This design comes from an exercise in tuning for small area, a short achievable clock period and few clock cycles on the open sky130 flow, not from production work.
The RTL was checked by simulation tests, not by an equivalence proof against the original design.
Power is estimated from default activity; no workload was simulated.

Setup of run 1:
## scu_top
module scu_top (
   input  logic        clock,
   input  logic        reset,
   input  logic        req_valid,
   output logic        req_stall,
   input  logic [2:0]  req_kind,
   input  logic [47:0] req_a,
   input  logic [47:0] req_b,
   output logic        rsp_valid,
   input  logic        rsp_stall,
   output logic [47:0] rsp_value,
   output logic [1:0]  rsp_status
);
   localparam logic [2:0] S_IDLE = 3'd0, S_MUL = 3'd1, S_MFIN = 3'd2, S_DEXEC = 3'd3,
                          S_DIV  = 3'd4, S_DFIN = 3'd5, S_PFIN = 3'd6, S_EXEC = 3'd7;
   localparam logic [47:0] MAX_POS = 48'h7FFF_FFFF_FFFF;
   localparam logic [47:0] MIN_NEG = 48'h8000_0000_0000;
   localparam logic [47:0] ONE     = 48'h0000_0001_0000;
   localparam int K  = 9;
   localparam int ND = (48 + K - 1) / K;
   function automatic logic [4:0] top_digit(input logic [47:0] v);
      logic [ND*K-1:0] w;
      w = (ND*K)'(v);
      top_digit = '0;
      for (int i = 1; i < ND; i++) if (w[i*K +: K] != '0) top_digit = 5'(i);
   endfunction
   function automatic logic [K-1:0] dig_of(input logic [47:0] v, input logic [4:0] i);
      logic [ND*K-1:0] w;
      w = (ND*K)'(v);
      dig_of = w[i*K +: K];
   endfunction
   function automatic logic [191:0] csa(input logic [95:0] a, input logic [95:0] b,
                                        input logic [95:0] c);
      csa = {a ^ b ^ c, ((a & b) | (a & c) | (b & c)) << 1};
   endfunction
   function automatic logic [5:0] msb48(input logic [47:0] v);
      msb48 = '0;
      for (int i = 0; i < 48; i++) if (v[i]) msb48 = 6'(i);
   endfunction
  ...
Size in the first run: roughly 8400 cells after synthesis, roughly 160 I/O pins, about 68000 um2 of cells after synthesis.
==> flow/config.mk <==
export PLATFORM = sky130hd
export DESIGN_NAME = scu_top
export DESIGN_NICKNAME = scu_top
export VERILOG_FILES = /design/flow/design.v
export SDC_FILE = /design/flow/constraint.sdc
export NUM_CORES = 4
export LEC_CHECK = 0
export CAP_MARGIN = 35
export CORE_MARGIN = 2
export CORE_UTILIZATION = 45
export SETUP_SLACK_MARGIN = 3.0
export SLEW_MARGIN = 25
export TNS_END_PERCENT = 5
==> flow/constraint.sdc <==
create_clock -name core_clock -period 10.0 [get_ports {clock}]
set_input_delay 2.0000 -clock core_clock [delete_from_list [all_inputs] [get_ports {clock}]]
set_output_delay 2.0000 -clock core_clock [all_outputs]
set_load 0.01 [all_outputs]
run.sh (not shown) runs the stock make flow with config.mk's settings and CLKGATE_MAP_FILE= SYNTH_SCRIPT=/design/flow/synth_recipe.tcl, a recipe that flattens the netlist after the stock synthesis.
Run 1 finished every step from synthesis to the final layout, and the layout passed the timing, DRC and antenna checks.
Testbench counts of run 1, summed over its fixed seeds: cycles 12,421.
### run 1 -> run 2
- an added PLACE_DENSITY of 0.72
- a change of CORE_UTILIZATION from 45 to 40
Findings:
Run 2: PASS, flow complete, no timing, DRC or antenna violations
Per the comparison of run 2 with run 1, maximum clock frequency level; XOR/XNOR share of the synthesized area did not really move; minimum clock period grew by 0.014 ns; global router's overall resource usage decreased 3.6 points; sum of routed wire length over all layers moved up.
For die area, dividing the value from run 2 by the value from run 1 gives 1.12.
Final area of run 2 exceeds that of run 1 slightly.
Going from run 1 to run 2, y dimension of the die picked up an extra 24 um; number of antenna violations at the first check in global routing lost 7.0%.
Measured against run 2, the pin count of the biggest net entering global routing of run 1 comes out at 1.3 times the reference value.
Changes in run 3 relative to run 2:
- putting CTS_CLUSTER_SIZE at 30 where nothing was set
- putting CTS_BUF_LIST at sky130_fd_sc_hd__clkbuf_8 where nothing was set
- clearing TNS_END_PERCENT, which used to be 5
- clearing PLACE_DENSITY, which used to be 0.72
Findings:
- Per the final summary, run 3 finished and its layout is clean on timing, DRC and antenna.
- Comparing run 2 and run 3, the higher actual slew at the worst max-slew pin was measured on run 2.
- Power share of the clock group for run 3 is lower than for run 2.
- The final estimated routing congestion in global placement of run 3 falls short of that of run 2 by about 1.7%.
Modified inputs, run 4 compared to run 3
- a deleted CTS_BUF_LIST that had been sky130_fd_sc_hd__clkbuf_8
- a deleted CTS_CLUSTER_SIZE that had been 30
Notes after the runs:
Run 4 did not stop at any stage, and its layout met the timing, DRC and antenna checks.
Changes observed in run 4 relative to run 3: logic gate share of total power saw a decrease, wire length saw a decrease, fraction of power consumed by the clock network saw an increase.
Setup slack: run 4 less than run 3
The count of clock-buffer cells in the layout number comes out higher for run 3 vs run 4.
On run 4: number of H-tree levels is 1 lower than what run 3 gave.
Run 4 vs. run 3: final antenna diode count now smaller, sequential share of cell area held steady, number of nets in the synthesized netlist essentially unchanged.

[separate check: timing with driven ports]
The results above use ideal ports. As a check the final layouts listed here were re-extracted and re-timed, cells and wires unchanged.
Step 1, drivers: a clkbuf_16 drives clock and a buf_2 each remaining input, both assumed.
Step 2 times the ports against the registers' clock, not the clock port: input delays grow and output delays shrink by t, the midpoint of the rising clock arrivals with the driver on.
Three values: ideal ports, drivers, drivers and shift; two values: the first two.
run | t, ns | setup slack, ns | clock arrival spread, ns | pins driven straight from the clock port
run 1 | 0.782 | 2.706 / 2.706 / 2.096 | 0.053 / 0.053 | 1
run 2 | 0.828 | 2.692 / 2.692 / 2.131 | 0.043 / 0.043 | 1
run 3 | 0.931 | 2.929 / 2.929 / 2.150 | 0.095 / 0.095 | 1
run 4 | 0.802 | 2.846 / 2.846 / 2.220 | 0.050 / 0.050 | 1
After both steps setup and hold are still met in every run listed. For run 3, which loses most, drivers alone change the setup slack by 0.000 ns; drivers and shift together by -0.779 ns.
